This design comes from an exercise in tuning for a short achievable clock period and few clock cycles per item on the open sky130 flow, not from production work. At most, simulation tests tie the RTL to the original design; equivalence was not proved. Power is estimated from default activity; no workload was simulated.

==> trial 60 <==
==> flow/design.v (excerpt) <==
module sliding_window_sender #(
   parameter int WINDOW_SLOTS  = 8,
   parameter int PAYLOAD_BYTES = 1024
) (
   input  logic        clock,
   input  logic        reset,
   input  logic        req_tvalid,
   output logic        req_tready,
   input  logic [15:0] req_tdata,    
   input  logic [1:0]  req_tuser,    
   output logic        rsp_tvalid,
   input  logic        rsp_tready,
   output logic [31:0] rsp_tdata,    
   output logic [2:0]  rsp_tuser,    
   output logic        rsp_tlast,    
   input  logic        csr_we,
   input  logic [1:0]  csr_index,
   input  logic [15:0] csr_wdata
);
==> flow/config.mk <==
export PLATFORM = sky130hd
export DESIGN_NAME = sliding_window_sender
export DESIGN_NICKNAME = sliding_window_sender
export VERILOG_FILES = /design/flow/design.v
export SDC_FILE = /design/flow/constraint.sdc
export NUM_CORES = 4
export LEC_CHECK = 0
export ABC_CLOCK_PERIOD_IN_PS = 2500
export CAP_MARGIN = 20
export CORE_MARGIN = 2
export CORE_UTILIZATION = 65
export PLACE_DENSITY = 0.75
export SLEW_MARGIN = 20
==> flow/constraint.sdc <==
create_clock -name core_clock -period 8.0 [get_ports {clock}]
set_input_delay 1.6000 -clock core_clock [delete_from_list [all_inputs] [get_ports {clock}]]
set_output_delay 1.6000 -clock core_clock [all_outputs]
set_load 0.01 [all_outputs]
standard.sh (not shown) runs the stock make flow with config.mk's settings and CLKGATE_MAP_FILE= SYNTH_SCRIPT=/design/flow/synth_recipe.tcl, a recipe that flattens the netlist after the stock synthesis.
==> flow/flow/run.sh <==
#!/bin/bash
set -euo pipefail
bash standard.sh SETUP_SLACK_MARGIN=5.4 \
  "BUFFER_PORTS_ARGS=-buffer_cell sky130_fd_sc_hd__buf_4" \
  finish > run_standard.log 2>&1
==> trial 81: changes against trial 60 <==
--- a/flow/design.v
+++ b/flow/design.v
@@ -37,29 +37,35 @@
    input  logic [1:0]  kind,
    input  logic [15:0] ack_seq,
    output logic        item_valid,
    output logic [1:0]  item_kind,
    output logic [15:0] item_seq,
    input  logic        item_take
 );
    logic        skid_valid_ff;
+   logic        ready_ff;             
    logic [1:0]  skid_kind_ff;
    logic [15:0] skid_seq_ff;
-   assign req_tready = !skid_valid_ff;
+   assign req_tready = ready_ff;
    assign item_valid = skid_valid_ff || req_tvalid;
    assign item_kind  = skid_valid_ff ? skid_kind_ff : kind;
    assign item_seq   = skid_valid_ff ? skid_seq_ff  : ack_seq;
    always_ff @(posedge clock) begin
       if (reset) begin
          skid_valid_ff <= 1'b0;
+         ready_ff      <= 1'b1;
       end else if (skid_valid_ff) begin
-         if (item_take) skid_valid_ff <= 1'b0;
+         if (item_take) begin
+            skid_valid_ff <= 1'b0;
+            ready_ff      <= 1'b1;
+         end
       end else if (req_tvalid && !item_take) begin
          skid_valid_ff <= 1'b1;
+         ready_ff      <= 1'b0;
       end
    end
    always_ff @(posedge clock) begin
       if (!skid_valid_ff) begin
          skid_kind_ff <= kind;
          skid_seq_ff  <= ack_seq;
       end
    end
@@ -111,29 +117,27 @@
          endcase
       end
    end
    always_ff @(posedge clock) begin
       if (write) entry_ff[wr_ptr_ff[AW-1:0]] <= push_data;
    end
 endmodule
 module swsnd_back #(
-   parameter int DW = 46
+   parameter int DW = 36
 ) (
    input  logic          clock,
    input  logic          reset,
    input  logic [15:0]   packet_count,
    input  logic [15:0]   pc_minus1,
    input  logic          pc_nonzero,
    input  logic [7:0]    pc_lo_onehot,
    input  logic [7:0]    pc_lo_less,      
    input  logic [7:0]    hsdone_mask,     
    input  logic [7:0]    hsdone_len,      
-   input  logic          pc_write,        
-   input  logic [15:0]   pc_wdata,
    input  logic [15:0]   timeout_ticks,
    input  logic [15:0]   to_minus1,
    input  logic          timeout_zero,
    input  logic          timeout_max,
    input  logic          item_valid,
    input  logic [1:0]    item_kind,
    input  logic [15:0]   item_seq,
    output logic          item_take,
@@ -170,29 +174,30 @@
    logic        hi0, hi1, inwin, ack_tr, slide, set_only;
    logic        is_start, is_hsdone, is_tick, clear, early;
    logic [7:0]  run_s, nlt_s, lt1_s, lt2_s, fire, hs_mask, bln_oh;
    logic [7:0]  age_gep, age_get;
    logic [2:0]  bl_n;
    logic        carry, done, allrun;
    logic        lq0, lq1, lq2, dz, d1, d2, d3, dgt0, dgt1, dgt2, pml;
    logic [7:0]  lo_lt, lt0_s, ltc_s, needm;
-   logic [13:0] bhp3, new_hi;
-   logic [6:0]  df_new;
-   logic        pc_wrote_ff;           
+   logic [13:0] bhp3, pc_hi14;
+   logic [6:0]  df_cmp;
    logic        done_pre, pc_top, base_lt;
    logic [12:0] pc_hi, pm_hi;
    logic [2:0]  pc_lo, pm_lo;
-   logic [7:0]  d_emask, d_first;
+   logic [7:0]  d_emask;
+   logic [2:0]  d_first, fire_idx, d_lasts;
+   logic        d_lastv;
    logic        d_resend, d_sorder;
    logic [2:0]  d_bl;
    logic [12:0] d_hi;
    logic [7:0]  d_lenm;
    logic        d_tail;
-   logic [2:0]  d_tail_ev;
+   logic [1:0]  d_tail_ev;
    logic [7:0]  len_slide, len_tick, len_hs;
    logic [7:0]  fire_any, first_fire;
    assign pc_hi = packet_count[15:3];
    assign pc_lo = packet_count[2:0];
    assign pm_hi = pc_minus1[15:3];
    assign pm_lo = pc_minus1[2:0];
    assign proc      = x_valid_ff && !q_full;
    assign x_free    = !x_valid_ff || proc;
@@ -253,25 +258,25 @@
       for (int i = 0; i < 8; i++) bln_oh[i] = allrun ? bloh_ff[i] : (run_s[(i + 7) % 8] && !run_s[i]);
    end
    always_comb begin
       bl_n = '0;
       for (int i = 0; i < 8; i++) if (bln_oh[i]) bl_n = bl_n | 3'(i);
    end
    assign carry  = run_s[7];
    function automatic logic [6:0] dflags(input logic [13:0] d);
-      dflags = {$signed(d) > 14'sd2, $signed(d) > 14'sd1, $signed(d) > 14'sd0,
+      dflags = {!d[13] && d[12:0] > 13'd2, !d[13] && d[12:0] > 13'd1, !d[13] && d[12:0] != '0,
                 d == 14'd3, d == 14'd2, d == 14'd1, d == 14'd0};
    endfunction
    assign df_pc  = dflags({1'b0, pc_hi});
-   assign new_hi = {1'b0, pc_wdata[15:3]};
-   assign bhp3   = bhp2_ff + 14'd1;
-   assign df_new = {new_hi > bhp2_ff, new_hi > bhp1_ff, new_hi > {1'b0, bh_ff},
-                    new_hi == bhp3, new_hi == bhp2_ff, new_hi == bhp1_ff, new_hi == {1'b0, bh_ff}};
-   assign df_dec = {$signed(dist_ff) > 14'sd3, df_ff[6:5], dist_ff == 14'd4, df_ff[3:1]};
+   assign pc_hi14 = {1'b0, pc_hi};
+   assign bhp3    = bhp2_ff + 14'd1;
+   assign df_cmp  = {pc_hi14 > bhp2_ff, pc_hi14 > bhp1_ff, pc_hi14 > {1'b0, bh_ff},
+                     pc_hi14 == bhp3, pc_hi14 == bhp2_ff, pc_hi14 == bhp1_ff, pc_hi14 == {1'b0, bh_ff}};
+   assign df_dec = {!dist_ff[13] && dist_ff[12:0] > 13'd3, df_ff[6:5], dist_ff == 14'd4, df_ff[3:1]};
    assign {dgt2, dgt1, dgt0, d3, d2, d1, dz} = df_ff;
    assign pc_top   = d1 && (pc_lo_onehot & bloh_ff) != '0;     
    assign done_pre = (ltc_s & bloh_ff) != '0 && (nlt_s & bloh_ff) == '0;
    assign done     = done_pre && (needm & ~acked_ff) == '0 &&
                      (pc_top || (acked_ff & pc_lo_onehot) == '0);
    always_comb begin
       for (int i = 0; i < 8; i++) begin
          lt0_s[i] = dgt0 || (dz && lo_lt[i]);
@@ -287,16 +292,18 @@
    always_comb begin
       logic seen;
       seen = 1'b0;
       for (int i = 0; i < 8; i++) begin
          fire_any[i]   = outst_ff[i] && ge_ff[i];
          first_fire[i] = fire_any[i] && !seen;
          seen          = seen || fire_any[i];
       end
+      fire_idx = '0;
+      for (int i = 0; i < 8; i++) if (first_fire[i]) fire_idx = fire_idx | 3'(i);
    end
    always_comb begin
       for (int i = 0; i < 8; i++) begin
          fire[i]    = is_tick && outst_ff[i] && ge_ff[i] && !timeout_max;
          age_get[i] = age_ff[i] >= timeout_ticks;
          age_gep[i] = timeout_zero || age_ff[i] >= to_minus1;
       end
    end
@@ -306,17 +313,17 @@
       bhp1_in  = bhp1_ff;
       bhp2_in  = bhp2_ff;
       bl_in    = bl_ff;
       bloh_in  = bloh_ff;
       geb_in   = abovebl;
       acked_in = acked_ff;
       outst_in = outst_ff;
       dist_in  = proc ? dist_ff : {1'b0, pc_hi} - {1'b0, bh_ff};
-      df_in    = proc ? df_ff : pc_write ? df_new : pc_wrote_ff ? df_ff : dflags(dist_ff);
+      df_in    = proc ? df_ff : df_cmp;
       for (int i = 0; i < 8; i++) begin
          if (clear || (slide && run_s[i]) || fire[i]) begin
             age_in[i] = '0;
             ge_in[i]  = timeout_zero;
          end else if (is_tick && outst_ff[i]) begin
             age_in[i] = (age_ff[i] == 16'hFFFF) ? 16'hFFFF : age_ff[i] + 16'd1;
             ge_in[i]  = age_gep[i];
          end else begin
@@ -367,17 +374,16 @@
       bl_ff    <= bl_in;
       bloh_ff  <= bloh_in;
       abovebl  <= geb_in;
       acked_ff <= acked_in;
       outst_ff <= outst_in;
       ge_ff    <= ge_in;
       dist_ff  <= dist_in;
       df_ff    <= df_in;
-      pc_wrote_ff <= pc_write;
       for (int i = 0; i < 8; i++) age_ff[i] <= age_in[i];
    end
    assign pml = pc_lo == 3'd0;
    assign len_hs = hsdone_len;
    assign lq0 = pc_nonzero && (pml ? d1 : dz);
    assign lq1 = pc_nonzero && (pml ? d2 : d1);
    assign lq2 = pc_nonzero && (pml ? d3 : d2);
    always_comb begin
@@ -386,66 +392,73 @@
          len_tick[j]  = (!abovebl[j] ? lq1 : lq0) && 3'(j) == pm_lo;
       end
    end
    always_comb begin
       d_resend  = x_kind_ff[3];
       d_sorder  = x_kind_ff[1];
       d_bl      = (x_kind_ff[1] && phase_ff == PH_HANDSHK) ? x_seq_ff[2:0] :
                   x_kind_ff[2] ? 3'd0 : bl_ff;
-      d_tail_ev = x_kind_ff[0] ? 3'd2 : (phase_ff == PH_HANDSHK) ? 3'd3 : 3'd4;
+      d_tail_ev = x_kind_ff[0] ? 2'd1 : (phase_ff == PH_HANDSHK) ? 2'd2 : 2'd0;
       if (x_kind_ff[1]) begin
          d_hi   = (phase_ff == PH_HANDSHK) ? x_seq_ff[15:3] : bhp1_ff[12:0];
          d_lenm = len_slide;
          d_emask = (phase_ff == PH_HANDSHK) ? 8'd0 : run_s & nlt_s;
-         d_first = bloh_ff;
+         d_first = bl_ff;
          d_tail  = (phase_ff == PH_HANDSHK) || done;
       end else if (x_kind_ff[3]) begin
          d_hi    = bh_ff;
          d_lenm  = len_tick;
          d_emask = fire;
-         d_first = first_fire;
+         d_first = fire_idx;
          d_tail  = 1'b0;
       end else begin
          d_hi    = '0;
          d_lenm  = len_hs;
          d_emask = x_kind_ff[2] ? hs_mask : 8'd0;
-         d_first = 8'd1;
+         d_first = 3'd0;
          d_tail  = x_kind_ff[0];
       end
       q_push = is_start || early || (is_hsdone && pc_nonzero) ||
                (slide && ((nlt_s & bloh_ff) != '0 || done)) || (fire != '0);
    end
    assign q_write = proc;
-   assign q_data  = {d_emask, d_first, d_resend, d_sorder, d_bl, d_hi, d_lenm, d_tail, d_tail_ev};
+   always_comb begin
+      d_lastv = d_lenm != '0;
+      d_lasts = '0;
+      for (int i = 0; i < 8; i++) if (d_lenm[i]) d_lasts = d_lasts | 3'(i);
+   end
+   assign q_data  = {d_emask, d_first, d_resend, d_sorder, d_bl, d_hi, d_lastv, d_lasts,
+                     d_tail, d_tail_ev};
 endmodule
 module swsnd_seq #(
-   parameter int DW = 46
+   parameter int DW = 36
 ) (
    input  logic          clock,
    input  logic          reset,
    input  logic [15:0]   packet_count,
    input  logic [10:0]   last_len,
    input  logic          q_not_empty,
    input  logic [DW-1:0] q_head,
    output logic          q_pop,
    output logic          rsp_valid,
    input  logic          rsp_ready,
    output logic [2:0]    rsp_ev,
    output logic [15:0]   rsp_seq,
    output logic [10:0]   rsp_len,
    output logic          rsp_last
 );
-   logic [7:0]    q_emask, q_first;
+   logic [7:0]    q_emask;
+   logic [2:0]    q_first, q_lasts;
+   logic          q_lastv;
    logic          q_resend, q_sorder;
    logic [2:0]    q_bl;
    logic [12:0]   q_hi;
-   logic [7:0]    q_lenm;
    logic          q_tail;
-   logic [2:0]    q_tail_ev;
+   logic [1:0]    q_tail_ev;
    logic [7:0]    q_geb, q_ltb;
    logic          q_one;
    logic          c_one_ff;           
    logic          c_has_ff;           
    logic [7:0]    c_low_ff;           
    logic          c_valid_ff;
    logic [7:0]    c_emask_ff;
    logic          c_resend_ff;
@@ -454,18 +467,19 @@
    logic          c_tail_ff;
    logic [2:0]    c_tail_ev_ff;
    logic [15:0]   c_tail_seq_ff;
    logic [7:0]    low, rest;
    logic [2:0]    s;
    logic          has_pkt, wrap, lastlen, emit, finish, load;
    logic [30:0]   beat;
    logic          o_valid_ff, k_valid_ff;
-   logic [30:0]   o_ff, k_ff;
-   assign {q_emask, q_first, q_resend, q_sorder, q_bl, q_hi, q_lenm, q_tail, q_tail_ev} = q_head;
+   logic [30:0]   o_ff, k_ff, o_in;
+   assign {q_emask, q_first, q_resend, q_sorder, q_bl, q_hi, q_lastv, q_lasts,
+           q_tail, q_tail_ev} = q_head;
    always_comb begin
       for (int i = 0; i < 8; i++) begin
          q_ltb[i] = 3'(i) < q_bl;
          q_geb[i] = !q_sorder || !q_ltb[i];
       end
    end
    function automatic logic atmost1(input logic [7:0] m);
       logic seen, two;
@@ -517,26 +531,26 @@
          c_valid_ff <= q_not_empty;
       end
    end
    always_ff @(posedge clock) begin
       if (load) begin
          c_emask_ff    <= q_emask;
          c_one_ff      <= q_one;
          c_has_ff      <= q_emask != '0;
-         c_low_ff      <= q_first;
+         c_low_ff      <= 8'd1 << q_first;
          c_resend_ff   <= q_resend;
          c_geb_ff      <= q_geb;
          c_ltb_ff      <= q_ltb;
-         c_lenm_ff     <= q_lenm;
+         c_lenm_ff     <= q_lastv ? 8'd1 << q_lasts : 8'd0;
          c_hi0_ff      <= q_hi;
          c_hi1_ff      <= q_hi + 13'd1;
          c_tail_ff     <= q_tail;
-         c_tail_ev_ff  <= q_tail_ev;
-         c_tail_seq_ff <= (q_tail_ev == 3'd3) ? {q_hi, q_bl} : packet_count;
+         c_tail_ev_ff  <= (q_tail_ev == 2'd0) ? 3'd4 : (q_tail_ev == 2'd1) ? 3'd2 : 3'd3;
+         c_tail_seq_ff <= (q_tail_ev == 2'd2) ? {q_hi, q_bl} : packet_count;
       end else if (emit) begin
          c_emask_ff <= rest;
          c_one_ff   <= atmost1(rest);
          c_has_ff   <= !c_one_ff;
          c_low_ff   <= next_beat(rest, c_geb_ff);
       end
    end
    always_ff @(posedge clock) begin
@@ -545,18 +559,25 @@
          k_valid_ff <= 1'b0;
       end else if (!o_valid_ff || rsp_ready) begin
          o_valid_ff <= k_valid_ff || emit;
          k_valid_ff <= 1'b0;
       end else if (emit) begin
          k_valid_ff <= 1'b1;
       end
    end
+   always_comb begin
+      logic o_move;
+      o_move = !o_valid_ff || rsp_ready;
+      o_in   = ({31{!o_move}} & o_ff) |
+               ({31{o_move && k_valid_ff}} & k_ff) |
+               ({31{o_move && !k_valid_ff}} & beat);
+   end
    always_ff @(posedge clock) begin
-      if (!o_valid_ff || rsp_ready) o_ff <= k_valid_ff ? k_ff : beat;
+      o_ff <= o_in;
       if (!k_valid_ff) k_ff <= beat;
    end
    assign rsp_valid = o_valid_ff;
    assign {rsp_ev, rsp_seq, rsp_len, rsp_last} = o_ff;
 endmodule
 module sliding_window_sender #(
    parameter int WINDOW_SLOTS  = 8,
    parameter int PAYLOAD_BYTES = 1024
@@ -571,66 +592,53 @@
    input  logic        rsp_tready,
    output logic [31:0] rsp_tdata,    
    output logic [2:0]  rsp_tuser,    
    output logic        rsp_tlast,    
    input  logic        csr_we,
    input  logic [1:0]  csr_index,
    input  logic [15:0] csr_wdata
 );
-   localparam int DW = 46;
+   localparam int DW = 36;
    localparam int QDEPTH = 8;
    logic [15:0] packet_count_ff, timeout_ff, pcm1_ff, tom1_ff;
    logic [7:0]  pcl_oh_ff, lo_lt_ff, hs_mask_ff, len_hs_ff;
-   logic        pc_wr;
    logic [10:0] last_len_ff;
    logic        pc_nz_ff, tmax_ff, tzero_ff;
    logic          item_valid, item_take;
    logic [1:0]    item_kind;
    logic [15:0]   item_seq;
    logic          q_full, q_write, q_push, q_pop, q_not_empty;
    logic [DW-1:0] q_data, q_head;
    logic [15:0]   rsp_seq;
    logic [10:0]   rsp_len;
-   assign pc_wr = csr_we && csr_index == 2'd0;
    always_ff @(posedge clock) begin
       if (reset) begin
          packet_count_ff <= 16'd1;
-         pcm1_ff         <= 16'd0;
-         pc_nz_ff        <= 1'b1;
-         pcl_oh_ff       <= 8'b0000_0010;
-         lo_lt_ff        <= 8'b0000_0001;
-         hs_mask_ff      <= 8'b0000_0001;
-         len_hs_ff       <= 8'b0000_0001;
          last_len_ff     <= 11'd1024;
          timeout_ff      <= 16'd100;
-         tom1_ff         <= 16'd99;
-         tzero_ff        <= 1'b0;
-         tmax_ff         <= 1'b0;
       end else if (csr_we) begin
-         if (csr_index == 2'd0) begin
-            packet_count_ff <= csr_wdata;
-            pcm1_ff         <= csr_wdata - 16'd1;
-            pc_nz_ff        <= csr_wdata != '0;
-            pcl_oh_ff       <= 8'd1 << csr_wdata[2:0];
-            for (int i = 0; i < 8; i++) begin
-               lo_lt_ff[i]   <= 3'(i) < csr_wdata[2:0];
-               hs_mask_ff[i] <= csr_wdata[15:3] != '0 || 3'(i) < csr_wdata[2:0];
-               len_hs_ff[i]  <= csr_wdata == 16'(i + 1);    
-            end
-         end
-         if (csr_index == 2'd1) last_len_ff <= csr_wdata[10:0];
-         if (csr_index == 2'd2) begin
-            timeout_ff <= csr_wdata;
-            tom1_ff    <= csr_wdata - 16'd1;
-            tzero_ff   <= csr_wdata == 16'd0;
-            tmax_ff    <= csr_wdata == 16'hFFFF;
-         end
+         if (csr_index == 2'd0) packet_count_ff <= csr_wdata;
+         if (csr_index == 2'd1) last_len_ff     <= csr_wdata[10:0];
+         if (csr_index == 2'd2) timeout_ff      <= csr_wdata;
       end
    end
+   always_ff @(posedge clock) begin
+      pcm1_ff   <= packet_count_ff - 16'd1;
+      pc_nz_ff  <= packet_count_ff != '0;
+      pcl_oh_ff <= 8'd1 << packet_count_ff[2:0];
+      for (int i = 0; i < 8; i++) begin
+         lo_lt_ff[i]   <= 3'(i) < packet_count_ff[2:0];
+         hs_mask_ff[i] <= packet_count_ff[15:3] != '0 || 3'(i) < packet_count_ff[2:0];
+         len_hs_ff[i]  <= packet_count_ff == 16'(i + 1);    
+      end
+      tom1_ff   <= timeout_ff - 16'd1;
+      tzero_ff  <= timeout_ff == 16'd0;
+      tmax_ff   <= timeout_ff == 16'hFFFF;
+   end
    swsnd_front u_front (
       .clock      (clock),
       .reset      (reset),
       .req_tvalid (req_tvalid),
       .req_tready (req_tready),
       .kind       (req_tuser),
       .ack_seq    (req_tdata),
       .item_valid (item_valid),
@@ -644,18 +652,16 @@
       .packet_count  (packet_count_ff),
       .timeout_ticks (timeout_ff),
       .pc_minus1     (pcm1_ff),
       .pc_nonzero    (pc_nz_ff),
       .pc_lo_onehot  (pcl_oh_ff),
       .pc_lo_less    (lo_lt_ff),
       .hsdone_mask   (hs_mask_ff),
       .hsdone_len    (len_hs_ff),
-      .pc_write      (pc_wr),
-      .pc_wdata      (csr_wdata),
       .to_minus1     (tom1_ff),
       .timeout_zero  (tzero_ff),
       .timeout_max   (tmax_ff),
       .item_valid    (item_valid),
       .item_kind     (item_kind),
       .item_seq      (item_seq),
       .item_take     (item_take),
       .q_full        (q_full),
Settings changed: CORE_UTILIZATION 65 to 80, PLACE_DENSITY 0.75 to 0.85.
==> build 38: changes against trial 60 <==
--- a/flow/design.v
+++ b/flow/design.v
@@ -253,25 +253,25 @@
       for (int i = 0; i < 8; i++) bln_oh[i] = allrun ? bloh_ff[i] : (run_s[(i + 7) % 8] && !run_s[i]);
    end
    always_comb begin
       bl_n = '0;
       for (int i = 0; i < 8; i++) if (bln_oh[i]) bl_n = bl_n | 3'(i);
    end
    assign carry  = run_s[7];
    function automatic logic [6:0] dflags(input logic [13:0] d);
-      dflags = {$signed(d) > 14'sd2, $signed(d) > 14'sd1, $signed(d) > 14'sd0,
+      dflags = {!d[13] && d[12:0] > 13'd2, !d[13] && d[12:0] > 13'd1, !d[13] && d[12:0] != '0,
                 d == 14'd3, d == 14'd2, d == 14'd1, d == 14'd0};
    endfunction
    assign df_pc  = dflags({1'b0, pc_hi});
    assign new_hi = {1'b0, pc_wdata[15:3]};
    assign bhp3   = bhp2_ff + 14'd1;
    assign df_new = {new_hi > bhp2_ff, new_hi > bhp1_ff, new_hi > {1'b0, bh_ff},
                     new_hi == bhp3, new_hi == bhp2_ff, new_hi == bhp1_ff, new_hi == {1'b0, bh_ff}};
-   assign df_dec = {$signed(dist_ff) > 14'sd3, df_ff[6:5], dist_ff == 14'd4, df_ff[3:1]};
+   assign df_dec = {!dist_ff[13] && dist_ff[12:0] > 13'd3, df_ff[6:5], dist_ff == 14'd4, df_ff[3:1]};
    assign {dgt2, dgt1, dgt0, d3, d2, d1, dz} = df_ff;
    assign pc_top   = d1 && (pc_lo_onehot & bloh_ff) != '0;     
    assign done_pre = (ltc_s & bloh_ff) != '0 && (nlt_s & bloh_ff) == '0;
    assign done     = done_pre && (needm & ~acked_ff) == '0 &&
                      (pc_top || (acked_ff & pc_lo_onehot) == '0);
    always_comb begin
       for (int i = 0; i < 8; i++) begin
          lt0_s[i] = dgt0 || (dz && lo_lt[i]);
==> flow/run.sh (new file) <==
#!/bin/bash
# synth_recipe.tcl (not shown) runs the flow's synth.tcl, then flattens the netlist and writes it again
# the make line also repeats each setting of config.mk as NAME=value (left out here)
make -C /OpenROAD-flow-scripts/flow DESIGN_CONFIG=/design/flow/config.mk WORK_HOME=/design/flow/orfs CLKGATE_MAP_FILE= SYNTH_SCRIPT=/design/flow/synth_recipe.tcl finish
Settings changed: SETUP_SLACK_MARGIN from default to 5.
removed: flow/flow/run.sh
removed: flow/standard.sh
==> comparison <==
Trial 81 did not get past global routing (5_1_grt) with GRT-0116. Build 38 completed without violations. Trial 60 finished clean. Of build 38 and trial 60, trial 60 has the higher worst setup slack (gap 0.13 ns). Against build 38, the via count of trial 60 is larger by 2.5%. Sequential power is about the same in trial 60 and build 38. Against build 38, the synthesized cell count of trial 60 is higher by about 0.6%. Against build 38, the clock skew of trial 60 is higher by 0.016 ns. Of build 38 and trial 60, trial 60 has the higher non-clock buffer count (gap 65).
==> figures <==
XOR/XNOR Fraction of Synth Area: trial 60 3.12%; trial 81 3.60%; build 38 3.22%
R2R Setup Slk: trial 60 5.38 ns; trial 81 -; build 38 5.00 ns
Clock buffers: trial 60 127; trial 81 -; build 38 139
Post-cts gate resize count: trial 60 183; trial 81 235; build 38 162
Max Clock Freq: trial 60 0.349 GHz; trial 81 -; build 38 0.334 GHz
Average size of a mapped cell: trial 60 11.0 sq um; trial 81 10.7 sq um; build 38 11.0 sq um
Worst setup slack after placement: trial 60 3.98 ns; trial 81 4.14 ns; build 38 3.64 ns
Wire length on met3: trial 60 15,600 microns; trial 81 -; build 38 13,200 microns
Reported leakage power: trial 60 0.0206 uW; trial 81 -; build 38 0.0201 uW
P per Cell Area: trial 60 231 mW/mm^2; trial 81 -; build 38 240 mW/mm^2
Run status: trial 60 timing/DRC/antenna clean; trial 81 aborted with a tool error; build 38 timing/DRC/antenna clean
Stage where the flow stopped: trial 60 -; trial 81 global routing (5_1_grt); build 38 -
Routed met2 length: trial 60 64,200 microns; trial 81 -; build 38 61,900 microns
Setup_tns: trial 60 0 ns; trial 81 -; build 38 0 ns
Final Util: trial 60 76.9%; trial 81 -; build 38 74.7%
Testbench counts of trial 81, summed over its fixed seeds: cycles 21,144, items 19,083.
Testbench counts of build 38, summed over its fixed seeds: cycles 21,144, items 19,083.
For trial 60, only the layout was checked, not whether the RTL still works.

## port drivers added, routing unchanged
How much do the figures lean on ideal ports? The routed layouts below were timed once more, with nothing changed but the port constraints. Step 1 assumes that a clkbuf_16 drives the clock port and a buf_2 every other input. Step 2, shift: input delay + t, output delay - t, t = (earliest + latest rising clock arrival at the registers) / 2. This alone moves slack from input paths to output paths. Three values: ideal ports, drivers, drivers and shift; two values: the first two.
run | t, ns | slack for setup (ns) | worst setup path at the end | latest minus earliest clock arrival (ns)
trial 60 | 0.743 | 5.131 / 5.059 / 4.452 | input to register | 0.068 / 0.068
build 38 | 0.733 | 5.004 / 4.949 / 4.374 | input to register | 0.052 / 0.052
After both steps setup and hold are still met in every run listed. The setup slack of trial 60, which loses most, moves by -0.072 ns with the drivers and by -0.679 ns with both steps.
